This is an optimization exercise on Yosys and OpenROAD, whose aim is small area and a short achievable clock period, not a production implementation.
The RTL was checked by simulation tests, not by an equivalence proof against the original design.
Power and IR drop assume default switching activity.

==> flow/design.v (outline; a module is shown in full before it is edited, if it fits) <==
// module apb_regs: 133 lines
// module fir_filter: 2475 lines
// module result_fifo: 108 lines
// module apb_acc_top: 77 lines
module apb_acc_top (
  input  wire logic         i_clk,
  input  wire logic         i_reset,
  input  wire logic [11:0]  i_paddr,
  input  wire logic [31:0]  i_pwdata,
  input  wire logic         i_pwrite,
  input  wire logic         i_psel,
  input  wire logic         i_penable,
  output logic      [31:0]  o_prdata,
  output logic              o_pready,
  output logic              o_pslverr
);
  // ...
==> flow/run.sh <==
#!/bin/bash
# synth_recipe.tcl (not shown) runs the flow's synth.tcl, then flattens the netlist and writes it again
# the make line also repeats each setting of config.mk as NAME=value (left out here)
make -C /OpenROAD-flow-scripts/flow DESIGN_CONFIG=/design/flow/config.mk WORK_HOME=/design/flow/orfs CLKGATE_MAP_FILE= SYNTH_SCRIPT=/design/flow/synth_recipe.tcl finish
==> flow/config.mk <==
export PLATFORM = sky130hd
export DESIGN_NAME = apb_acc_top
export DESIGN_NICKNAME = apb_acc_top
export VERILOG_FILES = /design/flow/design.v
export SDC_FILE = /design/flow/constraint.sdc
export NUM_CORES = 4
export LEC_CHECK = 0
export CAP_MARGIN = 20
export CORE_MARGIN = 2
export CORE_UTILIZATION = 40
export CTS_BUF_LIST = sky130_fd_sc_hd__clkbuf_4 sky130_fd_sc_hd__clkbuf_8
export SETUP_SLACK_MARGIN = 4.2
export SLEW_MARGIN = 20
export SYNTH_HIERARCHICAL = 1
export TNS_END_PERCENT = 20
==> flow/constraint.sdc <==
create_clock -name core_clock -period 7.0 [get_ports {i_clk}]
set_input_delay 1.4000 -clock core_clock [delete_from_list [all_inputs] [get_ports {i_clk}]]
set_output_delay 1.4000 -clock core_clock [all_outputs]
set_load 0.01 [all_outputs]
==> metrics.yaml, run 1 <==
fin_crit_ps: 3410
buf_share_pct: 4.97
hold_class: "reg -> reg"
drive_above_1_share_pct: 26.0
drcViolationCount: 0
biggestCellCategory: "registers"
drtPass1Iterations: 6
p_seq_w: 0.00632
seq_share_pct: 41.8
r2r_end: "u_regs.rd_q[26]"
clock_area_share_pct: 5.94
slowest_delay_ps: 600
tns_ps: 0
hpwl_mm: 109
areaGrowthSynthToFinish_pct: 17.6
sequential_cell_total: 951
buffers_excl_clock: 283
multi_input_cells: 2271
worstHoldEndpoint: "u_filter.r2_0_1"
die_area_um2: 126000
antenna_found_initial: 5
cts_buffers: 157
crit_path_start: "u_fifo.rd_ptr[0]"
rsz0062_at_grt: "yes"
hold_viol: 0
wl_met2_mm: 71.5
placed_cell_area_um2: 51600
powerComb_w: 0.00149
status: "complete, no violations"
fillers: 10900
rr_worst_depth: 10
cts_resized: 325
multi_input_area_share_pct: 40.7
swShare_pct: 26.5
finalCritPeriodShare_pct: 48.7
cp_max_fo: 7
maxUsedRoutingLayer: "met5"
final_core_util_pct: 47.5
==> run 2, diff against run 1 <==
--- a/flow/design.v
+++ b/flow/design.v
@@ -1788,16 +1788,19 @@
     r1_16_3 <= s477;
     r1_16_4 <= c468;
     r1_17_0 <= c474;
     r1_17_1 <= c476;
     r1_17_2 <= s479;
     r1_17_3 <= c478;
     r1_18_0 <= c480;
   end
+  logic fb_en;
+  always_ff @(posedge i_clk)
+    fb_en <= i_access;
   logic r2_0_0;
   logic r2_0_1;
   logic r2_1_0;
   logic r2_1_1;
   logic r2_2_0;
   logic r2_2_1;
   logic r2_3_0;
   logic r2_3_1;
@@ -1829,22 +1832,71 @@
   logic r2_16_1;
   logic r2_17_0;
   logic r2_17_1;
   logic r2_18_0;
   logic r2_18_1;
   logic r2_19_0;
   logic r2_19_1;
   logic r2_20_0;
+  logic r2_20_1;
   logic r2_21_0;
+  logic r2_21_1;
   logic r2_22_0;
+  logic r2_22_1;
   logic r2_23_0;
+  logic r2_23_1;
   logic r2_24_0;
+  logic r2_24_1;
   logic r2_25_0;
+  logic r2_25_1;
   logic r2_26_0;
+  logic r2_26_1;
+  wire fb_0_0 = fb_en & r2_0_0;
+  wire fb_0_1 = fb_en & r2_0_1;
+  wire fb_1_0 = fb_en & r2_1_0;
+  wire fb_1_1 = fb_en & r2_1_1;
+  wire fb_2_0 = fb_en & r2_2_0;
+  wire fb_2_1 = fb_en & r2_2_1;
+  wire fb_3_0 = fb_en & r2_3_0;
+  wire fb_3_1 = fb_en & r2_3_1;
+  wire fb_4_0 = fb_en & r2_4_0;
+  wire fb_4_1 = fb_en & r2_4_1;
+  wire fb_5_0 = fb_en & r2_5_0;
+  wire fb_5_1 = fb_en & r2_5_1;
+  wire fb_6_0 = fb_en & r2_6_0;
+  wire fb_6_1 = fb_en & r2_6_1;
+  wire fb_7_0 = fb_en & r2_7_0;
+  wire fb_7_1 = fb_en & r2_7_1;
+  wire fb_8_0 = fb_en & r2_8_0;
+  wire fb_8_1 = fb_en & r2_8_1;
+  wire fb_9_0 = fb_en & r2_9_0;
+  wire fb_9_1 = fb_en & r2_9_1;
+  wire fb_10_0 = fb_en & r2_10_0;
+  wire fb_10_1 = fb_en & r2_10_1;
+  wire fb_11_0 = fb_en & r2_11_0;
+  wire fb_11_1 = fb_en & r2_11_1;
+  wire fb_12_0 = fb_en & r2_12_0;
+  wire fb_12_1 = fb_en & r2_12_1;
+  wire fb_13_0 = fb_en & r2_13_0;
+  wire fb_13_1 = fb_en & r2_13_1;
+  wire fb_14_0 = fb_en & r2_14_0;
+  wire fb_14_1 = fb_en & r2_14_1;
+  wire fb_15_0 = fb_en & r2_15_0;
+  wire fb_15_1 = fb_en & r2_15_1;
+  wire fb_16_0 = fb_en & r2_16_0;
+  wire fb_16_1 = fb_en & r2_16_1;
+  wire fb_17_0 = fb_en & r2_17_0;
+  wire fb_17_1 = fb_en & r2_17_1;
+  wire fb_18_0 = fb_en & r2_18_0;
+  wire fb_18_1 = fb_en & r2_18_1;
+  wire fb_19_0 = fb_en & r2_19_0;
+  wire fb_19_1 = fb_en & r2_19_1;
+  wire fb_20_0 = fb_en & r2_20_0;
+  wire fb_20_1 = fb_en & r2_20_1;
   wire s481;
   wire c482;
   wire s483;
   wire c484;
   wire s485;
   wire c486;
   wire s487;
   wire c488;
@@ -2043,16 +2095,98 @@
   wire s681;
   wire c682;
   wire s683;
   wire c684;
   wire s685;
   wire c686;
   wire s687;
   wire c688;
+  wire s689;
+  wire c690;
+  wire s691;
+  wire c692;
+  wire s693;
+  wire c694;
+  wire s695;
+  wire c696;
+  wire s697;
+  wire c698;
+  wire s699;
+  wire c700;
+  wire s701;
+  wire c702;
+  wire s703;
+  wire c704;
+  wire s705;
+  wire c706;
+  wire s707;
+  wire c708;
+  wire s709;
+  wire c710;
+  wire s711;
+  wire c712;
+  wire s713;
+  wire c714;
+  wire s715;
+  wire c716;
+  wire s717;
+  wire c718;
+  wire s719;
+  wire c720;
+  wire s721;
+  wire c722;
+  wire s723;
+  wire c724;
+  wire s725;
+  wire c726;
+  wire s727;
+  wire c728;
+  wire s729;
+  wire c730;
+  wire s731;
+  wire c732;
+  wire s733;
+  wire c734;
+  wire s735;
+  wire c736;
+  wire s737;
+  wire c738;
+  wire s739;
+  wire c740;
+  wire s741;
+  wire c742;
+  wire s743;
+  wire c744;
+  wire s745;
+  wire c746;
+  wire s747;
+  wire c748;
+  wire s749;
+  wire c750;
+  wire s751;
+  wire c752;
+  wire s753;
+  wire c754;
+  wire s755;
+  wire c756;
+  wire s757;
+  wire c758;
+  wire s759;
+  wire c760;
+  wire s761;
+  wire c762;
+  wire s763;
+  wire c764;
+  wire s765;
+  wire c766;
+  wire s767;
+  wire c768;
+  wire s769;
+  wire c770;
   assign s481 = r1_2_0 ^ r1_2_1 ^ r1_2_2;
   assign c482 = (r1_2_0 & r1_2_1) | (r1_2_2 & (r1_2_0 ^ r1_2_1));
   assign s483 = r1_2_3 ^ r1_2_4;
   assign c484 = r1_2_3 & r1_2_4;
   assign s485 = r1_3_0 ^ r1_3_1 ^ r1_3_2;
   assign c486 = (r1_3_0 & r1_3_1) | (r1_3_2 & (r1_3_0 ^ r1_3_1));
   assign s487 = r1_3_3 ^ r1_3_4 ^ c484;
   assign c488 = (r1_3_3 & r1_3_4) | (c484 & (r1_3_3 ^ r1_3_4));
@@ -2081,329 +2215,327 @@
   assign s511 = s507 ^ c498 ^ c500;
   assign c512 = (s507 & c498) | (c500 & (s507 ^ c498));
   assign s513 = r1_6_0 ^ r1_6_1 ^ r1_6_2;
   assign c514 = (r1_6_0 & r1_6_1) | (r1_6_2 & (r1_6_0 ^ r1_6_1));
   assign s515 = r1_6_3 ^ r1_6_4 ^ r1_6_5;
   assign c516 = (r1_6_3 & r1_6_4) | (r1_6_5 & (r1_6_3 ^ r1_6_4));
   assign s517 = r1_6_6 ^ r1_6_7 ^ r1_6_8;
   assign c518 = (r1_6_6 & r1_6_7) | (r1_6_8 & (r1_6_6 ^ r1_6_7));
-  assign s519 = r1_6_9 ^ c502 ^ c504;
-  assign c520 = (r1_6_9 & c502) | (c504 & (r1_6_9 ^ c502));
-  assign s521 = c506 ^ s513 ^ s515;
-  assign c522 = (c506 & s513) | (s515 & (c506 ^ s513));
-  assign s523 = s517 ^ c508 ^ s519;
-  assign c524 = (s517 & c508) | (s519 & (s517 ^ c508));
-  assign s525 = s521 ^ c510 ^ s523;
-  assign c526 = (s521 & c510) | (s523 & (s521 ^ c510));
-  assign s527 = r1_7_0 ^ r1_7_1 ^ r1_7_2;
-  assign c528 = (r1_7_0 & r1_7_1) | (r1_7_2 & (r1_7_0 ^ r1_7_1));
-  assign s529 = r1_7_3 ^ r1_7_4 ^ r1_7_5;
-  assign c530 = (r1_7_3 & r1_7_4) | (r1_7_5 & (r1_7_3 ^ r1_7_4));
-  assign s531 = r1_7_6 ^ r1_7_7 ^ r1_7_8;
-  assign c532 = (r1_7_6 & r1_7_7) | (r1_7_8 & (r1_7_6 ^ r1_7_7));
-  assign s533 = c514 ^ c516 ^ c518;
-  assign c534 = (c514 & c516) | (c518 & (c514 ^ c516));
-  assign s535 = s527 ^ s529 ^ s531;
-  assign c536 = (s527 & s529) | (s531 & (s527 ^ s529));
-  assign s537 = c520 ^ c522 ^ s533;
-  assign c538 = (c520 & c522) | (s533 & (c520 ^ c522));
-  assign s539 = s535 ^ c524 ^ s537;
-  assign c540 = (s535 & c524) | (s537 & (s535 ^ c524));
-  assign s541 = r1_8_0 ^ r1_8_1 ^ r1_8_2;
-  assign c542 = (r1_8_0 & r1_8_1) | (r1_8_2 & (r1_8_0 ^ r1_8_1));
-  assign s543 = r1_8_3 ^ r1_8_4 ^ r1_8_5;
-  assign c544 = (r1_8_3 & r1_8_4) | (r1_8_5 & (r1_8_3 ^ r1_8_4));
-  assign s545 = r1_8_6 ^ r1_8_7 ^ r1_8_8;
-  assign c546 = (r1_8_6 & r1_8_7) | (r1_8_8 & (r1_8_6 ^ r1_8_7));
-  assign s547 = c528 ^ c530 ^ c532;
-  assign c548 = (c528 & c530) | (c532 & (c528 ^ c530));
-  assign s549 = s541 ^ s543 ^ s545;
-  assign c550 = (s541 & s543) | (s545 & (s541 ^ s543));
-  assign s551 = c534 ^ c536 ^ s547;
-  assign c552 = (c534 & c536) | (s547 & (c534 ^ c536));
-  assign s553 = s549 ^ c538 ^ s551;
-  assign c554 = (s549 & c538) | (s551 & (s549 ^ c538));
-  assign s555 = r1_9_0 ^ r1_9_1 ^ r1_9_2;
-  assign c556 = (r1_9_0 & r1_9_1) | (r1_9_2 & (r1_9_0 ^ r1_9_1));
-  assign s557 = r1_9_3 ^ r1_9_4 ^ r1_9_5;
-  assign c558 = (r1_9_3 & r1_9_4) | (r1_9_5 & (r1_9_3 ^ r1_9_4));
-  assign s559 = r1_9_6 ^ r1_9_7 ^ r1_9_8;
-  assign c560 = (r1_9_6 & r1_9_7) | (r1_9_8 & (r1_9_6 ^ r1_9_7));
-  assign s561 = c542 ^ c544 ^ c546;
-  assign c562 = (c542 & c544) | (c546 & (c542 ^ c544));
-  assign s563 = s555 ^ s557 ^ s559;
-  assign c564 = (s555 & s557) | (s559 & (s555 ^ s557));
-  assign s565 = c548 ^ c550 ^ s561;
-  assign c566 = (c548 & c550) | (s561 & (c548 ^ c550));
-  assign s567 = s563 ^ c552 ^ s565;
-  assign c568 = (s563 & c552) | (s565 & (s563 ^ c552));
-  assign s569 = r1_10_0 ^ r1_10_1 ^ r1_10_2;
-  assign c570 = (r1_10_0 & r1_10_1) | (r1_10_2 & (r1_10_0 ^ r1_10_1));
-  assign s571 = r1_10_3 ^ r1_10_4 ^ r1_10_5;
-  assign c572 = (r1_10_3 & r1_10_4) | (r1_10_5 & (r1_10_3 ^ r1_10_4));
-  assign s573 = r1_10_6 ^ r1_10_7 ^ r1_10_8;
-  assign c574 = (r1_10_6 & r1_10_7) | (r1_10_8 & (r1_10_6 ^ r1_10_7));
-  assign s575 = c556 ^ c558 ^ c560;
-  assign c576 = (c556 & c558) | (c560 & (c556 ^ c558));
-  assign s577 = s569 ^ s571 ^ s573;
-  assign c578 = (s569 & s571) | (s573 & (s569 ^ s571));
-  assign s579 = c562 ^ c564 ^ s575;
-  assign c580 = (c562 & c564) | (s575 & (c562 ^ c564));
-  assign s581 = s577 ^ c566 ^ s579;
-  assign c582 = (s577 & c566) | (s579 & (s577 ^ c566));
-  assign s583 = 1'b1 ^ r1_11_0 ^ r1_11_1;
-  assign c584 = (1'b1 & r1_11_0) | (r1_11_1 & (1'b1 ^ r1_11_0));
-  assign s585 = r1_11_2 ^ r1_11_3 ^ r1_11_4;
-  assign c586 = (r1_11_2 & r1_11_3) | (r1_11_4 & (r1_11_2 ^ r1_11_3));
-  assign s587 = r1_11_5 ^ r1_11_6 ^ r1_11_7;
-  assign c588 = (r1_11_5 & r1_11_6) | (r1_11_7 & (r1_11_5 ^ r1_11_6));
-  assign s589 = r1_11_8 ^ c570 ^ c572;
-  assign c590 = (r1_11_8 & c570) | (c572 & (r1_11_8 ^ c570));
-  assign s591 = c574 ^ s583 ^ s585;
-  assign c592 = (c574 & s583) | (s585 & (c574 ^ s583));
-  assign s593 = s587 ^ c576 ^ c578;
-  assign c594 = (s587 & c576) | (c578 & (s587 ^ c576));
-  assign s595 = s589 ^ s591 ^ c580;
-  assign c596 = (s589 & s591) | (c580 & (s589 ^ s591));
-  assign s597 = s593 ^ c582;
-  assign c598 = s593 & c582;
-  assign s599 = 1'b1 ^ r1_12_0 ^ r1_12_1;
-  assign c600 = (1'b1 & r1_12_0) | (r1_12_1 & (1'b1 ^ r1_12_0));
-  assign s601 = r1_12_2 ^ r1_12_3 ^ r1_12_4;
-  assign c602 = (r1_12_2 & r1_12_3) | (r1_12_4 & (r1_12_2 ^ r1_12_3));
-  assign s603 = r1_12_5 ^ r1_12_6 ^ r1_12_7;
-  assign c604 = (r1_12_5 & r1_12_6) | (r1_12_7 & (r1_12_5 ^ r1_12_6));
-  assign s605 = r1_12_8 ^ r1_12_9 ^ c584;
-  assign c606 = (r1_12_8 & r1_12_9) | (c584 & (r1_12_8 ^ r1_12_9));
-  assign s607 = c586 ^ c588 ^ s599;
-  assign c608 = (c586 & c588) | (s599 & (c586 ^ c588));
-  assign s609 = s601 ^ s603 ^ c590;
-  assign c610 = (s601 & s603) | (c590 & (s601 ^ s603));
-  assign s611 = c592 ^ s605 ^ s607;
-  assign c612 = (c592 & s605) | (s607 & (c592 ^ s605));
-  assign s613 = c594 ^ s609 ^ s611;
-  assign c614 = (c594 & s609) | (s611 & (c594 ^ s609));
-  assign s615 = c596 ^ s613;
-  assign c616 = c596 & s613;
-  assign s617 = r1_13_0 ^ r1_13_1 ^ r1_13_2;
-  assign c618 = (r1_13_0 & r1_13_1) | (r1_13_2 & (r1_13_0 ^ r1_13_1));
-  assign s619 = r1_13_3 ^ r1_13_4 ^ r1_13_5;
-  assign c620 = (r1_13_3 & r1_13_4) | (r1_13_5 & (r1_13_3 ^ r1_13_4));
-  assign s621 = r1_13_6 ^ r1_13_7 ^ r1_13_8;
-  assign c622 = (r1_13_6 & r1_13_7) | (r1_13_8 & (r1_13_6 ^ r1_13_7));
-  assign s623 = c600 ^ c602 ^ c604;
-  assign c624 = (c600 & c602) | (c604 & (c600 ^ c602));
-  assign s625 = s617 ^ s619 ^ s621;
-  assign c626 = (s617 & s619) | (s621 & (s617 ^ s619));
-  assign s627 = c606 ^ c608 ^ s623;
-  assign c628 = (c606 & c608) | (s623 & (c606 ^ c608));
-  assign s629 = s625 ^ c610 ^ c612;
-  assign c630 = (s625 & c610) | (c612 & (s625 ^ c610));
-  assign s631 = s627 ^ s629 ^ c614;
-  assign c632 = (s627 & s629) | (c614 & (s627 ^ s629));
-  assign s633 = 1'b1 ^ r1_14_0 ^ r1_14_1;
-  assign c634 = (1'b1 & r1_14_0) | (r1_14_1 & (1'b1 ^ r1_14_0));
-  assign s635 = r1_14_2 ^ r1_14_3 ^ r1_14_4;
-  assign c636 = (r1_14_2 & r1_14_3) | (r1_14_4 & (r1_14_2 ^ r1_14_3));
-  assign s637 = r1_14_5 ^ r1_14_6 ^ r1_14_7;
-  assign c638 = (r1_14_5 & r1_14_6) | (r1_14_7 & (r1_14_5 ^ r1_14_6));
-  assign s639 = c618 ^ c620 ^ c622;
-  assign c640 = (c618 & c620) | (c622 & (c618 ^ c620));
-  assign s641 = s633 ^ s635 ^ s637;
-  assign c642 = (s633 & s635) | (s637 & (s633 ^ s635));
-  assign s643 = c624 ^ c626 ^ s639;
-  assign c644 = (c624 & c626) | (s639 & (c624 ^ c626));
-  assign s645 = s641 ^ c628 ^ s643;
-  assign c646 = (s641 & c628) | (s643 & (s641 ^ c628));
-  assign s647 = c630 ^ s645;
-  assign c648 = c630 & s645;
-  assign s649 = 1'b1 ^ r1_15_0 ^ r1_15_1;
-  assign c650 = (1'b1 & r1_15_0) | (r1_15_1 & (1'b1 ^ r1_15_0));
-  assign s651 = r1_15_2 ^ r1_15_3 ^ r1_15_4;
-  assign c652 = (r1_15_2 & r1_15_3) | (r1_15_4 & (r1_15_2 ^ r1_15_3));
-  assign s653 = r1_15_5 ^ c634 ^ c636;
-  assign c654 = (r1_15_5 & c634) | (c636 & (r1_15_5 ^ c634));
-  assign s655 = c638 ^ s649 ^ s651;
-  assign c656 = (c638 & s649) | (s651 & (c638 ^ s649));
-  assign s657 = c640 ^ c642 ^ s653;
-  assign c658 = (c640 & c642) | (s653 & (c640 ^ c642));
-  assign s659 = s655 ^ c644 ^ s657;
-  assign c660 = (s655 & c644) | (s657 & (s655 ^ c644));
-  assign s661 = c646 ^ s659;
-  assign c662 = c646 & s659;
-  assign s663 = 1'b1 ^ r1_16_0 ^ r1_16_1;
-  assign c664 = (1'b1 & r1_16_0) | (r1_16_1 & (1'b1 ^ r1_16_0));
-  assign s665 = r1_16_2 ^ r1_16_3 ^ r1_16_4;
-  assign c666 = (r1_16_2 & r1_16_3) | (r1_16_4 & (r1_16_2 ^ r1_16_3));
-  assign s667 = c650 ^ c652 ^ s663;
-  assign c668 = (c650 & c652) | (s663 & (c650 ^ c652));
-  assign s669 = s665 ^ c654 ^ c656;
-  assign c670 = (s665 & c654) | (c656 & (s665 ^ c654));
-  assign s671 = s667 ^ c658 ^ s669;
-  assign c672 = (s667 & c658) | (s669 & (s667 ^ c658));
-  assign s673 = c660 ^ s671;
-  assign c674 = c660 & s671;
-  assign s675 = 1'b1 ^ r1_17_0 ^ r1_17_1;
-  assign c676 = (1'b1 & r1_17_0) | (r1_17_1 & (1'b1 ^ r1_17_0));
-  assign s677 = r1_17_2 ^ r1_17_3 ^ c664;
-  assign c678 = (r1_17_2 & r1_17_3) | (c664 & (r1_17_2 ^ r1_17_3));
-  assign s679 = c666 ^ s675 ^ c668;
-  assign c680 = (c666 & s675) | (c668 & (c666 ^ s675));
-  assign s681 = s677 ^ c670 ^ s679;
-  assign c682 = (s677 & c670) | (s679 & (s677 ^ c670));
-  assign s683 = c672 ^ s681;
-  assign c684 = c672 & s681;
-  assign s685 = r1_18_0 ^ c676 ^ c678;
-  assign c686 = (r1_18_0 & c676) | (c678 & (r1_18_0 ^ c676));
-  assign s687 = c680 ^ s685 ^ c682;
-  assign c688 = (c680 & s685) | (c682 & (c680 ^ s685));
+  assign s519 = r1_6_9 ^ fb_0_0 ^ fb_0_1;
+  assign c520 = (r1_6_9 & fb_0_0) | (fb_0_1 & (r1_6_9 ^ fb_0_0));
+  assign s521 = c502 ^ c504 ^ c506;
+  assign c522 = (c502 & c504) | (c506 & (c502 ^ c504));
+  assign s523 = s513 ^ s515 ^ s517;
+  assign c524 = (s513 & s515) | (s517 & (s513 ^ s515));
+  assign s525 = s519 ^ c508 ^ s521;
+  assign c526 = (s519 & c508) | (s521 & (s519 ^ c508));
+  assign s527 = s523 ^ c510 ^ s525;
+  assign c528 = (s523 & c510) | (s525 & (s523 ^ c510));
+  assign s529 = r1_7_0 ^ r1_7_1 ^ r1_7_2;
+  assign c530 = (r1_7_0 & r1_7_1) | (r1_7_2 & (r1_7_0 ^ r1_7_1));
+  assign s531 = r1_7_3 ^ r1_7_4 ^ r1_7_5;
+  assign c532 = (r1_7_3 & r1_7_4) | (r1_7_5 & (r1_7_3 ^ r1_7_4));
+  assign s533 = r1_7_6 ^ r1_7_7 ^ r1_7_8;
+  assign c534 = (r1_7_6 & r1_7_7) | (r1_7_8 & (r1_7_6 ^ r1_7_7));
+  assign s535 = fb_1_0 ^ fb_1_1 ^ c514;
+  assign c536 = (fb_1_0 & fb_1_1) | (c514 & (fb_1_0 ^ fb_1_1));
+  assign s537 = c516 ^ c518 ^ s529;
+  assign c538 = (c516 & c518) | (s529 & (c516 ^ c518));
+  assign s539 = s531 ^ s533 ^ c520;
+  assign c540 = (s531 & s533) | (c520 & (s531 ^ s533));
+  assign s541 = c522 ^ c524 ^ s535;
+  assign c542 = (c522 & c524) | (s535 & (c522 ^ c524));
+  assign s543 = s537 ^ s539 ^ c526;
+  assign c544 = (s537 & s539) | (c526 & (s537 ^ s539));
+  assign s545 = s541 ^ c528;
+  assign c546 = s541 & c528;
+  assign s547 = r1_8_0 ^ r1_8_1 ^ r1_8_2;
+  assign c548 = (r1_8_0 & r1_8_1) | (r1_8_2 & (r1_8_0 ^ r1_8_1));
+  assign s549 = r1_8_3 ^ r1_8_4 ^ r1_8_5;
+  assign c550 = (r1_8_3 & r1_8_4) | (r1_8_5 & (r1_8_3 ^ r1_8_4));
+  assign s551 = r1_8_6 ^ r1_8_7 ^ r1_8_8;
+  assign c552 = (r1_8_6 & r1_8_7) | (r1_8_8 & (r1_8_6 ^ r1_8_7));
+  assign s553 = fb_2_0 ^ fb_2_1 ^ c530;
+  assign c554 = (fb_2_0 & fb_2_1) | (c530 & (fb_2_0 ^ fb_2_1));
+  assign s555 = c532 ^ c534 ^ s547;
+  assign c556 = (c532 & c534) | (s547 & (c532 ^ c534));
+  assign s557 = s549 ^ s551 ^ c536;
+  assign c558 = (s549 & s551) | (c536 & (s549 ^ s551));
+  assign s559 = c538 ^ s553 ^ s555;
+  assign c560 = (c538 & s553) | (s555 & (c538 ^ s553));
+  assign s561 = c540 ^ c542 ^ s557;
+  assign c562 = (c540 & c542) | (s557 & (c540 ^ c542));
+  assign s563 = s559 ^ c544 ^ s561;
+  assign c564 = (s559 & c544) | (s561 & (s559 ^ c544));
+  assign s565 = r1_9_0 ^ r1_9_1 ^ r1_9_2;
+  assign c566 = (r1_9_0 & r1_9_1) | (r1_9_2 & (r1_9_0 ^ r1_9_1));
+  assign s567 = r1_9_3 ^ r1_9_4 ^ r1_9_5;
+  assign c568 = (r1_9_3 & r1_9_4) | (r1_9_5 & (r1_9_3 ^ r1_9_4));
+  assign s569 = r1_9_6 ^ r1_9_7 ^ r1_9_8;
+  assign c570 = (r1_9_6 & r1_9_7) | (r1_9_8 & (r1_9_6 ^ r1_9_7));
+  assign s571 = fb_3_0 ^ fb_3_1 ^ c548;
+  assign c572 = (fb_3_0 & fb_3_1) | (c548 & (fb_3_0 ^ fb_3_1));
+  assign s573 = c550 ^ c552 ^ s565;
+  assign c574 = (c550 & c552) | (s565 & (c550 ^ c552));
+  assign s575 = s567 ^ s569 ^ c554;
+  assign c576 = (s567 & s569) | (c554 & (s567 ^ s569));
+  assign s577 = c556 ^ s571 ^ s573;
+  assign c578 = (c556 & s571) | (s573 & (c556 ^ s571));
+  assign s579 = c558 ^ s575 ^ c560;
+  assign c580 = (c558 & s575) | (c560 & (c558 ^ s575));
+  assign s581 = s577 ^ c562 ^ s579;
+  assign c582 = (s577 & c562) | (s579 & (s577 ^ c562));
+  assign s583 = r1_10_0 ^ r1_10_1 ^ r1_10_2;
+  assign c584 = (r1_10_0 & r1_10_1) | (r1_10_2 & (r1_10_0 ^ r1_10_1));
+  assign s585 = r1_10_3 ^ r1_10_4 ^ r1_10_5;
+  assign c586 = (r1_10_3 & r1_10_4) | (r1_10_5 & (r1_10_3 ^ r1_10_4));
+  assign s587 = r1_10_6 ^ r1_10_7 ^ r1_10_8;
+  assign c588 = (r1_10_6 & r1_10_7) | (r1_10_8 & (r1_10_6 ^ r1_10_7));
+  assign s589 = fb_4_0 ^ fb_4_1 ^ c566;
+  assign c590 = (fb_4_0 & fb_4_1) | (c566 & (fb_4_0 ^ fb_4_1));
+  assign s591 = c568 ^ c570 ^ s583;
+  assign c592 = (c568 & c570) | (s583 & (c568 ^ c570));
+  assign s593 = s585 ^ s587 ^ c572;
+  assign c594 = (s585 & s587) | (c572 & (s585 ^ s587));
+  assign s595 = c574 ^ s589 ^ s591;
+  assign c596 = (c574 & s589) | (s591 & (c574 ^ s589));
+  assign s597 = c576 ^ s593 ^ c578;
+  assign c598 = (c576 & s593) | (c578 & (c576 ^ s593));
+  assign s599 = s595 ^ c580 ^ s597;
+  assign c600 = (s595 & c580) | (s597 & (s595 ^ c580));
+  assign s601 = 1'b1 ^ r1_11_0 ^ r1_11_1;
+  assign c602 = (1'b1 & r1_11_0) | (r1_11_1 & (1'b1 ^ r1_11_0));
+  assign s603 = r1_11_2 ^ r1_11_3 ^ r1_11_4;
+  assign c604 = (r1_11_2 & r1_11_3) | (r1_11_4 & (r1_11_2 ^ r1_11_3));
+  assign s605 = r1_11_5 ^ r1_11_6 ^ r1_11_7;
+  assign c606 = (r1_11_5 & r1_11_6) | (r1_11_7 & (r1_11_5 ^ r1_11_6));
+  assign s607 = r1_11_8 ^ fb_5_0 ^ fb_5_1;
+  assign c608 = (r1_11_8 & fb_5_0) | (fb_5_1 & (r1_11_8 ^ fb_5_0));
+  assign s609 = c584 ^ c586 ^ c588;
+  assign c610 = (c584 & c586) | (c588 & (c584 ^ c586));
+  assign s611 = s601 ^ s603 ^ s605;
+  assign c612 = (s601 & s603) | (s605 & (s601 ^ s603));
+  assign s613 = s607 ^ c590 ^ c592;
+  assign c614 = (s607 & c590) | (c592 & (s607 ^ c590));
+  assign s615 = s609 ^ s611 ^ c594;
+  assign c616 = (s609 & s611) | (c594 & (s609 ^ s611));
+  assign s617 = c596 ^ s613 ^ s615;
+  assign c618 = (c596 & s613) | (s615 & (c596 ^ s613));
+  assign s619 = c598 ^ s617;
+  assign c620 = c598 & s617;
+  assign s621 = 1'b1 ^ r1_12_0 ^ r1_12_1;
+  assign c622 = (1'b1 & r1_12_0) | (r1_12_1 & (1'b1 ^ r1_12_0));
+  assign s623 = r1_12_2 ^ r1_12_3 ^ r1_12_4;
+  assign c624 = (r1_12_2 & r1_12_3) | (r1_12_4 & (r1_12_2 ^ r1_12_3));
+  assign s625 = r1_12_5 ^ r1_12_6 ^ r1_12_7;
+  assign c626 = (r1_12_5 & r1_12_6) | (r1_12_7 & (r1_12_5 ^ r1_12_6));
+  assign s627 = r1_12_8 ^ r1_12_9 ^ fb_6_0;
+  assign c628 = (r1_12_8 & r1_12_9) | (fb_6_0 & (r1_12_8 ^ r1_12_9));
+  assign s629 = fb_6_1 ^ c602 ^ c604;
+  assign c630 = (fb_6_1 & c602) | (c604 & (fb_6_1 ^ c602));
+  assign s631 = c606 ^ s621 ^ s623;
+  assign c632 = (c606 & s621) | (s623 & (c606 ^ s621));
+  assign s633 = s625 ^ c608 ^ s627;
+  assign c634 = (s625 & c608) | (s627 & (s625 ^ c608));
+  assign s635 = c610 ^ c612 ^ s629;
+  assign c636 = (c610 & c612) | (s629 & (c610 ^ c612));
+  assign s637 = s631 ^ s633 ^ c614;
+  assign c638 = (s631 & s633) | (c614 & (s631 ^ s633));
+  assign s639 = s635 ^ c616 ^ s637;
+  assign c640 = (s635 & c616) | (s637 & (s635 ^ c616));
+  assign s641 = c618 ^ s639;
+  assign c642 = c618 & s639;
+  assign s643 = r1_13_0 ^ r1_13_1 ^ r1_13_2;
+  assign c644 = (r1_13_0 & r1_13_1) | (r1_13_2 & (r1_13_0 ^ r1_13_1));
+  assign s645 = r1_13_3 ^ r1_13_4 ^ r1_13_5;
+  assign c646 = (r1_13_3 & r1_13_4) | (r1_13_5 & (r1_13_3 ^ r1_13_4));
+  assign s647 = r1_13_6 ^ r1_13_7 ^ r1_13_8;
+  assign c648 = (r1_13_6 & r1_13_7) | (r1_13_8 & (r1_13_6 ^ r1_13_7));
+  assign s649 = fb_7_0 ^ fb_7_1 ^ c622;
+  assign c650 = (fb_7_0 & fb_7_1) | (c622 & (fb_7_0 ^ fb_7_1));
+  assign s651 = c624 ^ c626 ^ s643;
+  assign c652 = (c624 & c626) | (s643 & (c624 ^ c626));
+  assign s653 = s645 ^ s647 ^ c628;
+  assign c654 = (s645 & s647) | (c628 & (s645 ^ s647));
+  assign s655 = c630 ^ c632 ^ s649;
+  assign c656 = (c630 & c632) | (s649 & (c630 ^ c632));
+  assign s657 = s651 ^ c634 ^ s653;
+  assign c658 = (s651 & c634) | (s653 & (s651 ^ c634));
+  assign s659 = c636 ^ s655 ^ s657;
+  assign c660 = (c636 & s655) | (s657 & (c636 ^ s655));
+  assign s661 = c638 ^ s659 ^ c640;
+  assign c662 = (c638 & s659) | (c640 & (c638 ^ s659));
+  assign s663 = 1'b1 ^ r1_14_0 ^ r1_14_1;
+  assign c664 = (1'b1 & r1_14_0) | (r1_14_1 & (1'b1 ^ r1_14_0));
+  assign s665 = r1_14_2 ^ r1_14_3 ^ r1_14_4;
+  assign c666 = (r1_14_2 & r1_14_3) | (r1_14_4 & (r1_14_2 ^ r1_14_3));
+  assign s667 = r1_14_5 ^ r1_14_6 ^ r1_14_7;
+  assign c668 = (r1_14_5 & r1_14_6) | (r1_14_7 & (r1_14_5 ^ r1_14_6));
+  assign s669 = fb_8_0 ^ fb_8_1 ^ c644;
+  assign c670 = (fb_8_0 & fb_8_1) | (c644 & (fb_8_0 ^ fb_8_1));
+  assign s671 = c646 ^ c648 ^ s663;
+  assign c672 = (c646 & c648) | (s663 & (c646 ^ c648));
+  assign s673 = s665 ^ s667 ^ c650;
+  assign c674 = (s665 & s667) | (c650 & (s665 ^ s667));
+  assign s675 = c652 ^ s669 ^ s671;
+  assign c676 = (c652 & s669) | (s671 & (c652 ^ s669));
+  assign s677 = c654 ^ c656 ^ s673;
+  assign c678 = (c654 & c656) | (s673 & (c654 ^ c656));
+  assign s679 = s675 ^ c658 ^ s677;
+  assign c680 = (s675 & c658) | (s677 & (s675 ^ c658));
+  assign s681 = c660 ^ s679;
+  assign c682 = c660 & s679;
+  assign s683 = 1'b1 ^ r1_15_0 ^ r1_15_1;
+  assign c684 = (1'b1 & r1_15_0) | (r1_15_1 & (1'b1 ^ r1_15_0));
+  assign s685 = r1_15_2 ^ r1_15_3 ^ r1_15_4;
+  assign c686 = (r1_15_2 & r1_15_3) | (r1_15_4 & (r1_15_2 ^ r1_15_3));
+  assign s687 = r1_15_5 ^ fb_9_0 ^ fb_9_1;
+  assign c688 = (r1_15_5 & fb_9_0) | (fb_9_1 & (r1_15_5 ^ fb_9_0));
+  assign s689 = c664 ^ c666 ^ c668;
+  assign c690 = (c664 & c666) | (c668 & (c664 ^ c666));
+  assign s691 = s683 ^ s685 ^ s687;
+  assign c692 = (s683 & s685) | (s687 & (s683 ^ s685));
+  assign s693 = c670 ^ c672 ^ s689;
+  assign c694 = (c670 & c672) | (s689 & (c670 ^ c672));
+  assign s695 = c674 ^ s691 ^ c676;
+  assign c696 = (c674 & s691) | (c676 & (c674 ^ s691));
+  assign s697 = s693 ^ c678 ^ s695;
+  assign c698 = (s693 & c678) | (s695 & (s693 ^ c678));
+  assign s699 = c680 ^ s697;
+  assign c700 = c680 & s697;
+  assign s701 = 1'b1 ^ r1_16_0 ^ r1_16_1;
+  assign c702 = (1'b1 & r1_16_0) | (r1_16_1 & (1'b1 ^ r1_16_0));
+  assign s703 = r1_16_2 ^ r1_16_3 ^ r1_16_4;
+  assign c704 = (r1_16_2 & r1_16_3) | (r1_16_4 & (r1_16_2 ^ r1_16_3));
+  assign s705 = fb_10_0 ^ fb_10_1 ^ c684;
+  assign c706 = (fb_10_0 & fb_10_1) | (c684 & (fb_10_0 ^ fb_10_1));
+  assign s707 = c686 ^ s701 ^ s703;
+  assign c708 = (c686 & s701) | (s703 & (c686 ^ s701));
+  assign s709 = c688 ^ c690 ^ s705;
+  assign c710 = (c688 & c690) | (s705 & (c688 ^ c690));
+  assign s711 = s707 ^ c692 ^ c694;
+  assign c712 = (s707 & c692) | (c694 & (s707 ^ c692));
+  assign s713 = s709 ^ c696 ^ s711;
+  assign c714 = (s709 & c696) | (s711 & (s709 ^ c696));
+  assign s715 = s713 ^ c698;
+  assign c716 = s713 & c698;
+  assign s717 = 1'b1 ^ r1_17_0 ^ r1_17_1;
+  assign c718 = (1'b1 & r1_17_0) | (r1_17_1 & (1'b1 ^ r1_17_0));
+  assign s719 = r1_17_2 ^ r1_17_3 ^ fb_11_0;
+  assign c720 = (r1_17_2 & r1_17_3) | (fb_11_0 & (r1_17_2 ^ r1_17_3));
+  assign s721 = fb_11_1 ^ c702 ^ c704;
+  assign c722 = (fb_11_1 & c702) | (c704 & (fb_11_1 ^ c702));
+  assign s723 = s717 ^ s719 ^ c706;
+  assign c724 = (s717 & s719) | (c706 & (s717 ^ s719));
+  assign s725 = c708 ^ s721 ^ c710;
+  assign c726 = (c708 & s721) | (c710 & (c708 ^ s721));
+  assign s727 = s723 ^ c712 ^ s725;
+  assign c728 = (s723 & c712) | (s725 & (s723 ^ c712));
+  assign s729 = c714 ^ s727;
+  assign c730 = c714 & s727;
+  assign s731 = r1_18_0 ^ fb_12_0 ^ fb_12_1;
+  assign c732 = (r1_18_0 & fb_12_0) | (fb_12_1 & (r1_18_0 ^ fb_12_0));
+  assign s733 = c718 ^ c720 ^ s731;
+  assign c734 = (c718 & c720) | (s731 & (c718 ^ c720));
+  assign s735 = c722 ^ c724 ^ s733;
+  assign c736 = (c722 & c724) | (s733 & (c722 ^ c724));
+  assign s737 = c726 ^ s735 ^ c728;
+  assign c738 = (c726 & s735) | (c728 & (c726 ^ s735));
+  assign s739 = fb_13_0 ^ fb_13_1 ^ c732;
+  assign c740 = (fb_13_0 & fb_13_1) | (c732 & (fb_13_0 ^ fb_13_1));
+  assign s741 = c734 ^ s739 ^ c736;
+  assign c742 = (c734 & s739) | (c736 & (c734 ^ s739));
+  assign s743 = 1'b1 ^ fb_14_0 ^ fb_14_1;
+  assign c744 = (1'b1 & fb_14_0) | (fb_14_1 & (1'b1 ^ fb_14_0));
+  assign s745 = s743 ^ c740;
+  assign c746 = s743 & c740;
+  assign s747 = 1'b1 ^ fb_15_0 ^ fb_15_1;
+  assign c748 = (1'b1 & fb_15_0) | (fb_15_1 & (1'b1 ^ fb_15_0));
+  assign s749 = c744 ^ s747;
+  assign c750 = c744 & s747;
+  assign s751 = 1'b1 ^ fb_16_0 ^ fb_16_1;
+  assign c752 = (1'b1 & fb_16_0) | (fb_16_1 & (1'b1 ^ fb_16_0));
+  assign s753 = c748 ^ s751;
+  assign c754 = c748 & s751;
+  assign s755 = 1'b1 ^ fb_17_0 ^ fb_17_1;
+  assign c756 = (1'b1 & fb_17_0) | (fb_17_1 & (1'b1 ^ fb_17_0));
+  assign s757 = c752 ^ s755;
+  assign c758 = c752 & s755;
+  assign s759 = 1'b1 ^ fb_18_0 ^ fb_18_1;
+  assign c760 = (1'b1 & fb_18_0) | (fb_18_1 & (1'b1 ^ fb_18_0));
+  assign s761 = c756 ^ s759;
+  assign c762 = c756 & s759;
+  assign s763 = 1'b1 ^ fb_19_0 ^ fb_19_1;
+  assign c764 = (1'b1 & fb_19_0) | (fb_19_1 & (1'b1 ^ fb_19_0));
+  assign s765 = c760 ^ s763;
+  assign c766 = c760 & s763;
+  assign s767 = 1'b1 ^ fb_20_0 ^ fb_20_1;
+  assign c768 = (1'b1 & fb_20_0) | (fb_20_1 & (1'b1 ^ fb_20_0));
+  assign s769 = c764 ^ s767;
+  assign c770 = c764 & s767;
   always_ff @(posedge i_clk)
   begin
     r2_0_0 <= r1_0_0;
     r2_0_1 <= r1_0_1;
     r2_1_0 <= r1_1_0;
     r2_1_1 <= r1_1_1;
     r2_2_0 <= s483;
     r2_2_1 <= s481;
     r2_3_0 <= s487;
     r2_3_1 <= s489;
     r2_4_0 <= s497;
     r2_4_1 <= s499;
     r2_5_0 <= s509;
     r2_5_1 <= s511;
     r2_6_0 <= c512;
-    r2_6_1 <= s525;
-    r2_7_0 <= c526;
-    r2_7_1 <= s539;
-    r2_8_0 <= c540;
-    r2_8_1 <= s553;
-    r2_9_0 <= c554;
-    r2_9_1 <= s567;
-    r2_10_0 <= c568;
-    r2_10_1 <= s581;
-    r2_11_0 <= s595;
-    r2_11_1 <= s597;
-    r2_12_0 <= c598;
-    r2_12_1 <= s615;
-    r2_13_0 <= c616;
-    r2_13_1 <= s631;
-    r2_14_0 <= s647;
-    r2_14_1 <= c632;
-    r2_15_0 <= c648;
-    r2_15_1 <= s661;
-    r2_16_0 <= c662;
-    r2_16_1 <= s673;
-    r2_17_0 <= c674;
-    r2_17_1 <= s683;
-    r2_18_0 <= c684;
-    r2_18_1 <= s687;
-    r2_19_0 <= c686;
-    r2_19_1 <= c688;
-    r2_20_0 <= 1'b1;
-    r2_21_0 <= 1'b1;
-    r2_22_0 <= 1'b1;
-    r2_23_0 <= 1'b1;
-    r2_24_0 <= 1'b1;
-    r2_25_0 <= 1'b1;
-    r2_26_0 <= 1'b1;
-  end
-  logic h_en;
-  logic [20:0] hq;
-  always_ff @(posedge i_clk)
-  begin
-    h_en <= i_access;
-    hq   <= h_en ? o_data[20:0] : '0;
+    r2_6_1 <= s527;
+    r2_7_0 <= s543;
+    r2_7_1 <= s545;
+    r2_8_0 <= c546;
+    r2_8_1 <= s563;
+    r2_9_0 <= c564;
+    r2_9_1 <= s581;
+    r2_10_0 <= c582;
+    r2_10_1 <= s599;
+    r2_11_0 <= c600;
+    r2_11_1 <= s619;
+    r2_12_0 <= c620;
+    r2_12_1 <= s641;
+    r2_13_0 <= c642;
+    r2_13_1 <= s661;
+    r2_14_0 <= s681;
+    r2_14_1 <= c662;
+    r2_15_0 <= c682;
+    r2_15_1 <= s699;
+    r2_16_0 <= s715;
+    r2_16_1 <= c700;
+    r2_17_0 <= c716;
+    r2_17_1 <= s729;
+    r2_18_0 <= c730;
+    r2_18_1 <= s737;
+    r2_19_0 <= s741;
+    r2_19_1 <= c738;
+    r2_20_0 <= s745;
+    r2_20_1 <= c742;
+    r2_21_0 <= s749;
+    r2_21_1 <= c746;
+    r2_22_0 <= c750;
+    r2_22_1 <= s753;
+    r2_23_0 <= c754;
+    r2_23_1 <= s757;
+    r2_24_0 <= c758;
+    r2_24_1 <= s761;
+    r2_25_0 <= c762;
+    r2_25_1 <= s765;
+    r2_26_0 <= c766;
+    r2_26_1 <= s769;
   end
-  wire s689;
-  wire c690;
-  wire s691;
-  wire c692;
-  wire s693;
-  wire c694;
-  wire s695;
-  wire c696;
-  wire s697;
-  wire c698;
-  wire s699;
-  wire c700;
-  wire s701;
-  wire c702;
-  wire s703;
-  wire c704;
-  wire s705;
-  wire c706;
-  wire s707;
-  wire c708;
-  wire s709;
-  wire c710;
-  wire s711;
-  wire c712;
-  wire s713;
-  wire c714;
-  wire s715;
-  wire c716;
-  wire s717;
-  wire c718;
-  wire s719;
-  wire c720;
-  wire s721;
-  wire c722;
-  wire s723;
-  wire c724;
-  wire s725;
-  wire c726;
-  wire s727;
-  wire c728;
-  wire s729;
-  wire c730;
-  assign s689 = r2_6_0 ^ r2_6_1;
-  assign c690 = r2_6_0 & r2_6_1;
-  assign s691 = r2_7_0 ^ r2_7_1 ^ hq[1];
-  assign c692 = (r2_7_0 & r2_7_1) | (hq[1] & (r2_7_0 ^ r2_7_1));
-  assign s693 = r2_8_0 ^ r2_8_1 ^ hq[2];
-  assign c694 = (r2_8_0 & r2_8_1) | (hq[2] & (r2_8_0 ^ r2_8_1));
-  assign s695 = r2_9_0 ^ r2_9_1 ^ hq[3];
-  assign c696 = (r2_9_0 & r2_9_1) | (hq[3] & (r2_9_0 ^ r2_9_1));
-  assign s697 = r2_10_0 ^ r2_10_1 ^ hq[4];
-  assign c698 = (r2_10_0 & r2_10_1) | (hq[4] & (r2_10_0 ^ r2_10_1));
-  assign s699 = r2_11_0 ^ r2_11_1 ^ hq[5];
-  assign c700 = (r2_11_0 & r2_11_1) | (hq[5] & (r2_11_0 ^ r2_11_1));
-  assign s701 = r2_12_0 ^ r2_12_1 ^ hq[6];
-  assign c702 = (r2_12_0 & r2_12_1) | (hq[6] & (r2_12_0 ^ r2_12_1));
-  assign s703 = r2_13_0 ^ r2_13_1 ^ hq[7];
-  assign c704 = (r2_13_0 & r2_13_1) | (hq[7] & (r2_13_0 ^ r2_13_1));
-  assign s705 = r2_14_0 ^ r2_14_1 ^ hq[8];
-  assign c706 = (r2_14_0 & r2_14_1) | (hq[8] & (r2_14_0 ^ r2_14_1));
-  assign s707 = r2_15_0 ^ r2_15_1 ^ hq[9];
-  assign c708 = (r2_15_0 & r2_15_1) | (hq[9] & (r2_15_0 ^ r2_15_1));
-  assign s709 = r2_16_0 ^ r2_16_1 ^ hq[10];
-  assign c710 = (r2_16_0 & r2_16_1) | (hq[10] & (r2_16_0 ^ r2_16_1));
-  assign s711 = r2_17_0 ^ r2_17_1 ^ hq[11];
-  assign c712 = (r2_17_0 & r2_17_1) | (hq[11] & (r2_17_0 ^ r2_17_1));
-  assign s713 = r2_18_0 ^ r2_18_1 ^ hq[12];
-  assign c714 = (r2_18_0 & r2_18_1) | (hq[12] & (r2_18_0 ^ r2_18_1));
-  assign s715 = r2_19_0 ^ r2_19_1 ^ hq[13];
-  assign c716 = (r2_19_0 & r2_19_1) | (hq[13] & (r2_19_0 ^ r2_19_1));
-  assign s717 = r2_20_0 ^ hq[14];
-  assign c718 = r2_20_0 & hq[14];
-  assign s719 = r2_21_0 ^ hq[15];
-  assign c720 = r2_21_0 & hq[15];
-  assign s721 = r2_22_0 ^ hq[16];
-  assign c722 = r2_22_0 & hq[16];
-  assign s723 = r2_23_0 ^ hq[17];
-  assign c724 = r2_23_0 & hq[17];
-  assign s725 = r2_24_0 ^ hq[18];
-  assign c726 = r2_24_0 & hq[18];
-  assign s727 = r2_25_0 ^ hq[19];
-  assign c728 = r2_25_0 & hq[19];
-  assign s729 = r2_26_0 ^ hq[20];
-  assign c730 = r2_26_0 & hq[20];
-  wire [26:0] sa = { c728 , c726 , c724 , c722 , c720 , c718 , s717 , c714 , c712 , c710 , c708 , c706 , c704 , c702 , c700 , c698 , c696 , c694 , c692 , c690 , hq[0] , r2_5_0 , r2_4_0 , r2_3_0 , r2_2_0 , r2_1_0 , r2_0_0 };
-  wire [26:0] sb = { s729 , s727 , s725 , s723 , s721 , s719 , c716 , s715 , s713 , s711 , s709 , s707 , s705 , s703 , s701 , s699 , s697 , s695 , s693 , s691 , s689 , r2_5_1 , r2_4_1 , r2_3_1 , r2_2_1 , r2_1_1 , r2_0_1 };
+  wire [26:0] sa = { r2_26_0 , r2_25_0 , r2_24_0 , r2_23_0 , r2_22_0 , r2_21_0 , r2_20_0 , r2_19_0 , r2_18_0 , r2_17_0 , r2_16_0 , r2_15_0 , r2_14_0 , r2_13_0 , r2_12_0 , r2_11_0 , r2_10_0 , r2_9_0 , r2_8_0 , r2_7_0 , r2_6_0 , r2_5_0 , r2_4_0 , r2_3_0 , r2_2_0 , r2_1_0 , r2_0_0 };
+  wire [26:0] sb = { r2_26_1 , r2_25_1 , r2_24_1 , r2_23_1 , r2_22_1 , r2_21_1 , r2_20_1 , r2_19_1 , r2_18_1 , r2_17_1 , r2_16_1 , r2_15_1 , r2_14_1 , r2_13_1 , r2_12_1 , r2_11_1 , r2_10_1 , r2_9_1 , r2_8_1 , r2_7_1 , r2_6_1 , r2_5_1 , r2_4_1 , r2_3_1 , r2_2_1 , r2_1_1 , r2_0_1 };
   wire [26:0] pg_g0 = sa & sb;
   wire [26:0] pg_p0 = sa ^ sb;
   wire pf_g1_1 = pg_g0[1] | (pg_p0[1] & pg_g0[0]);
   wire pf_p1_1 = pg_p0[1] & pg_p0[0];
   wire pf_g1_2 = pg_g0[2] | (pg_p0[2] & pg_g0[1]);
   wire pf_p1_2 = pg_p0[2] & pg_p0[1];
   wire pf_g1_3 = pg_g0[3] | (pg_p0[3] & pg_g0[2]);
   wire pf_p1_3 = pg_p0[3] & pg_p0[2];
==> metrics.yaml, run 2 <==
drive_above_1_share_pct: 27.4  # +1.4 points
fillers: 11000  # +1.2%
cts_buffers: 156  # -0.64%
cts.path.max_buffers: 3
fin_worst_skew_ps: 59.3
numClockSinks: 944
die_area_um2: 127000  # +0.78%
final_common_cell: "edfxtp_1"
worstMarginPinSlew_ps: 1060
hold_viol: 0  # unchanged
largest_register_ff_count: 416
drtPass1Iterations: 8  # +2
synth_cells: 3934
cp-start-kind: "flop"
nNetsFinal: 4605
setup_viol: 0
netlist_area_um2: 49600
start_util_pct: 40.2
p_per_area_nw_per_um2: 222
die_w_um: 356
syn_nets: 4394
final_antenna_net_count: 0
finalMaxSlewViolations: 0
placed_cell_area_um2: 52000  # +0.68%
htree_levels: 4
totalWireLength_mm: 161
tns_ps: 0  # unchanged
final_core_util_pct: 47.4  # -0.12 points
port_buffers: 78
grtUsageTotal_pct: 25.2
drcViolationCount: 0  # unchanged
setup_ws_ps: 3570
critPathCaptureType: "flop"
antenna_found_initial: 6  # +1
largestRegisters: "u_fifo.mem x416, u_regs.tap_q x96, u_filter.dly x84"
layout_common_cells: "416 x edfxtp_1, 402 x inv_1, 305 x dfxtp_1, 293 x fa_1, 231 x xor2_1"
cp_max_fo: 6  # -1
io_pins: 83
hpwl_mm: 112  # +2.3%
path_clk_slew_ps: 70
ir_drop_mv: 0.184
vias: 32800
finalCritPeriodShare_pct: 49.0  # +0.28 points
clock_latency_ps: 910
core_um2: 123000
hold_class: "reg -> reg"
grt_pass1_vias: 32900
row_count: 129
status: "complete, no violations"
rsz0062_at_grt: "yes"
crit_type: "reg -> reg"
fin_crit_ps: 3430  # +19.3 ps
final_cell_area_um2: 58400
worstPathArrival_ps: 4200
drt_iter0_markers: 3639
cts-root-buf: "clkbuf_8"
wire_per_inst_um: 27.3
cts_tree: "yes"
timing.hold.ws_ps: 326
areaGrowthSynthToFinish_pct: 17.8
vias_per_cell: 5.55
place_congestion: 1.01
p_leak_nw: 22.4
avgSynthCellArea_um2: 12.6
post-place-ws_ps: 2370
die_h_um: 356
yosysWarnings: 18
grt_max_degree: 94
grt-ovfl-total: 0
ctsHoldBuffers: 0
grt_pass1_wl_mm: 230
regMostFlops: "u_fifo.mem"
timing.slew.headroom_pct: 28.7
required_ps: 7770
maxCapViolCount: 0
fmaxAchievable_ghz: 0.292
[run 2: per-layer routing]
layer  global-route usage (%)  routed length (um)  part of all wire [%]
met1                     34.2               66500                    41
met2                     39.3               73900                    46
met3                     3.99               12400                   7.7
met4                     12.7                8540                   5.3
met5                        0                   7                0.0043
[run 2: stage by stage]
stage          std cells  total power, W
6_report            5916          0.0129
5_1_grt             5912          0.0134
3_5_place_dp        5481         0.00760
2_1_floorplan       3934         0.00702
3_3_place_gp        5481         0.00758
4_1_cts             5808          0.0130
[run 2: final timing paths]
| kind | startpoint | to | slack, ps | cells after the start |
|---|---|---|---|---|
| max in group asynchronous | i_reset | u_regs.tap_q[7][10] | 4970 | 3 |
| setup / recovery | u_fifo.rd_ptr[0] | u_regs.rd_q[28] | 3570 | 11 |
| hold reg to reg | u_filter.r1_0_1 | u_filter.r2_0_1 | 330 | 0 |
| setup reg to reg | u_fifo.rd_ptr[0] | u_regs.rd_q[28] | 3570 | 11 |
| min in group asynchronous | i_reset | u_filter.live[0] | 920 | 2 |
| hold / removal | u_filter.r1_0_1 | u_filter.r2_0_1 | 330 | 0 |
[run 2: area by class of cell]
type / instances / area [um2] / share of cell area, %
Antenna cell: 5 / 12.5 / 0.0214
Clock buffer: 231 / 2840 / 4.85
Clock inverter: 56 / 598 / 1.02
Inverter: 432 / 1640 / 2.80
Multi-Input combinational cell: 2339 / 24300 / 41.6
Sequential cell: 944 / 24100 / 41.2
Tap cell: 1637 / 2050 / 3.51
Timing Repair Buffer: 272 / 2920 / 4.99
[run 2: critical path: stages, from the launching register on]
cell and delay, ps:
dfrtp_4 530, buf_12 160, buf_16 140, mux4_2 500, o21ai_1 140, o22ai_1 100, o22a_1 190, or4_1 530
or4_4 530, o31a_1 310, nand2_1 90, a21oi_1 70
[run 2: power breakdown]
part	switching (W)	internal, W	leakage, nW	total, W
combinational	0.000826	0.000505	11.9	0.00133
clock	0.00239	0.00288	1.81	0.00528
sequential	0.000262	0.00607	8.76	0.00633
total	0.00348	0.00946	22.4	0.0129
[run 2: repair_timing]
item / in CTS / in global routing
gates cloned: 7 / 9
endpoints found under the setup margin: 203 / 229
buffers inserted: 33 / 94
endpoints found under the hold margin: 0 / 0
pin swaps: 26 / 83
gates resized for setup: 209 / 394
==> run 3, diff against run 2 <==
--- a/flow/config.mk
+++ b/flow/config.mk
@@ -7,8 +7,8 @@
 export LEC_CHECK = 0
 export CAP_MARGIN = 20
 export CORE_MARGIN = 2
-export CORE_UTILIZATION = 40
-export CTS_BUF_LIST = sky130_fd_sc_hd__clkbuf_4 sky130_fd_sc_hd__clkbuf_8
+export CORE_UTILIZATION = 65
+export PLACE_DENSITY = 0.85
 export SETUP_SLACK_MARGIN = 4.2
 export SLEW_MARGIN = 20
 export SYNTH_HIERARCHICAL = 1
==> metrics.yaml, run 3 <==
r2r_setup_slack_ps: 3290  # -280 ps
crit_type: "reg -> reg"
cts_tree: "yes"
die_h_um: 280  # -21%
drive_above_1_share_pct: 25.2  # -2.2 points
hold_class: "reg -> reg"
io_pins: 83  # unchanged
final_core_util_pct: 75.9  # +29 points
row_count: 101  # -22%
die_area_um2: 78500  # -38%
wire_per_inst_um: 34.3  # +26%
cts.path.max_buffers: 3  # unchanged
fin_cells: 5144  # -13%
timing.hold.ws_ps: 324  # -2.32 ps
cts-root-buf: "clkbuf_16"
place_inst: 4816  # -12%
ctsHoldBuffers: 0  # unchanged
grtUsageTotal_pct: 44.3  # +19 points
crit_path_start: "u_fifo.rd_ptr[0]"
numClockSinks: 944  # unchanged
regMostFlops: "u_fifo.mem"
grt_pass1_vias: 35600  # +8.5%
areaGrowthSynthToFinish_pct: 15.8
cp-start-kind: "flop"
fmaxAchievable_ghz: 0.270  # -7.5%
port_buffers: 78  # unchanged
finalCritPeriodShare_pct: 52.9  # +4.0 points
htree_levels: 3  # -1
drcViolationCount: 0  # unchanged
totalWireLength_mm: 177  # +9.3%
fin_crit_ps: 3710  # +278 ps
endpoint: "u_regs.rd_q[28]"
clock_latency_ps: 710  # -200 ps
worstPathArrival_ps: 4260  # +60 ps
netlist_area_um2: 49600  # unchanged
final_antenna_net_count: 0  # unchanged
yosysWarnings: 18  # unchanged
hold_viol: 0  # unchanged
largest_register_ff_count: 416  # unchanged
fin_worst_skew_ps: 49.0  # -10.3 ps
place_congestion: 1.08  # +6.8%
grt_max_degree: 67  # -29%
start_util_pct: 65.5  # +25 points
worstMarginPinSlew_ps: 1170  # +108 ps
p_leak_nw: 22.2  # -1.1%
setup_viol: 0  # unchanged
synth_cells: 3934  # unchanged
tns_ps: 0  # unchanged
layout_common_cells: "416 x edfxtp_1, 400 x inv_1, 318 x dfxtp_1, 291 x fa_1, 232 x xor2_1"
r2r_start: "u_fifo.rd_ptr[0]"
cts_buffers: 93  # -40%
grt_pass1_wl_mm: 245  # +6.8%
vias: 35700  # +8.7%
core_um2: 75700  # -39%
maxCapViolCount: 0  # unchanged
cp_max_fo: 7  # +1
vias_per_cell: 6.93  # +25%
final_common_cell: "edfxtp_1"
drtPass1Iterations: 9  # +1
rr_worst_depth: 12  # +1
status: "complete, no violations"
hpwl_mm: 110  # -2.1%
nNetsFinal: 4544  # -1.3%
r2r_end: "u_regs.rd_q[28]"
p_per_area_nw_per_um2: 227  # +2.4%
required_ps: 7550  # -220 ps
syn_nets: 4394  # unchanged
ir_drop_mv: 0.269  # +47%
fillers: 4270  # -61%
rsz0062_at_grt: "yes"
drt_iter0_markers: 5720  # +57%
finalMaxSlewViolations: 0  # unchanged
largestRegisters: "u_fifo.mem x416, u_regs.tap_q x96, u_filter.dly x84"
avgSynthCellArea_um2: 12.6  # unchanged
critPathCaptureType: "flop"
antenna_found_initial: 7  # +1
die_w_um: 280  # -21%
grt-ovfl-total: 0  # unchanged
timing.slew.headroom_pct: 21.7  # -6.9 points
path_clk_slew_ps: 70  # about the same
## run 3: changes by cell type in the layout (fill, tap and decap cells not counted), sizes merged, moves of 2 or more
| cell | previous run | this run |
|---|---|---|
| clkinv | 35 | 33 |
| clkdlybuf4s50 | 52 | 61 |
| clkbuf | 237 | 131 |
| diode | 5 | 3 |
| dlymetal6s2s | 3 | 1 |
| inv | 440 | 433 |
| dlygate4sd2 | 2 | 11 |
| clkinvlp | 7 | 4 |
| buf | 205 | 194 |
## run 3: critical path, stage by stage, from the launching register on
cell      delay, ps
dfrtp_4         560
buf_16          180
buf_4           170
buf_4           160
mux4_2          490
mux2_2          300
nand2_1          90
a31oi_1         160
nor4b_2         470
nand4b_1        320
o31a_1          430
nand2_2         120
a21oi_1         120
## run 3: final cells by class
class	instances	area [um2]	area share, %
clock inverter	45	551	0.958
multi-input combinational	2339	24500	42.6
clock buffer	129	2610	4.54
antenna	3	7.51	0.0131
sequential	944	24000	41.8
inverter	432	1640	2.85
tap	978	1220	2.13
timing repair buffer	274	2920	5.08
## run 3: metrics by stage
stage / cell area (um2) / total power, W / setup slack [ps]
after CTS: 56200 / 0.0128 / 3430
after global routing: 57500 / 0.0133 / 3320
after global placement: 51100 / 0.00750 / 2380
after detailed placement: 51100 / 0.00754 / 2380
after floorplan: 49700 / 0.00702 / 3890
final: 57500 / 0.0130 / 3290
## run 3: per-layer routing
| metal | track usage, % | up-vias | share of wire [%] |
|---|---|---|---|
| met4 | 34.8 | 2 | 10 |
| li1 | - | 13900 | - |
| met3 | 11.9 | 982 | 12 |
| met5 | 0 | - | 0.0085 |
| met2 | 68.9 | 3201 | 45 |
| met1 | 52.5 | 17600 | 32 |
## run 3: where the power goes
part | switching [W] | total (W) | internal, W
clock | 0.00230 | 0.00520 | 0.00290
combinational | 0.000948 | 0.00148 | 0.000532
sequential | 0.000273 | 0.00635 | 0.00607
total | 0.00352 | 0.0130 | 0.00951
## run 3: worst min path at each step
stage,slack (ps),to,start,cells after the start
final,320,u_filter.r2_1_0,u_filter.r1_1_0,0
after global routing,330,u_filter.r2_0_1,u_filter.r1_0_1,0
after CTS,330,u_filter.r2_0_1,u_filter.r1_0_1,0
after detailed placement,310,u_filter.r2_1_0,u_filter.r1_1_0,0
after global placement,310,u_filter.r2_1_1,u_filter.r1_1_1,0
after floorplan,310,u_filter.r2_0_0,u_filter.r1_0_0,0
## run 3: timing repair
item | CTS | global route
setup endpoints to repair | 278 | 207
gates resized for setup | 307 | 261
buffers inserted | 84 | 50
pin swaps | 30 | 81
cloned | 12 | 2

[what the ideal ports hide]
Ports are ideal in the flow. The routed layouts listed here were re-timed in OpenROAD. Step 1: set_driving_cell puts a clkbuf_16 on i_clk and a buf_2 on each other input, an assumption about the parent block. Step 2 adds t to the input delays and takes it off the output delays; t is the mean of the earliest and latest rising clock arrival at the registers after step 1. Input paths then give back, and output paths get back, about the clock's delay inside the block. a / b / c = ideal / step 1 / step 2; a / b = the first two.
run	t, ns	slack for setup (ns)	hold slack, ns	worst register clock-pin slew, ns	worst slew at a driven data input, ns
run 1	0.951	3.592 / 3.592 / 3.000	0.328 / 0.328 / 0.328	0.07 / 0.07	0.05
run 2	0.956	3.573 / 3.573 / 2.969	0.326 / 0.326 / 0.326	0.07 / 0.07	0.05
run 3	0.752	3.295 / 3.295 / 3.139	0.324 / 0.324 / 0.324	0.08 / 0.08	0.05
After both steps every run listed still meets setup and hold. The setup slack of run 2, which loses most, moves by 0.000 ns with the drivers and by -0.604 ns with both steps.
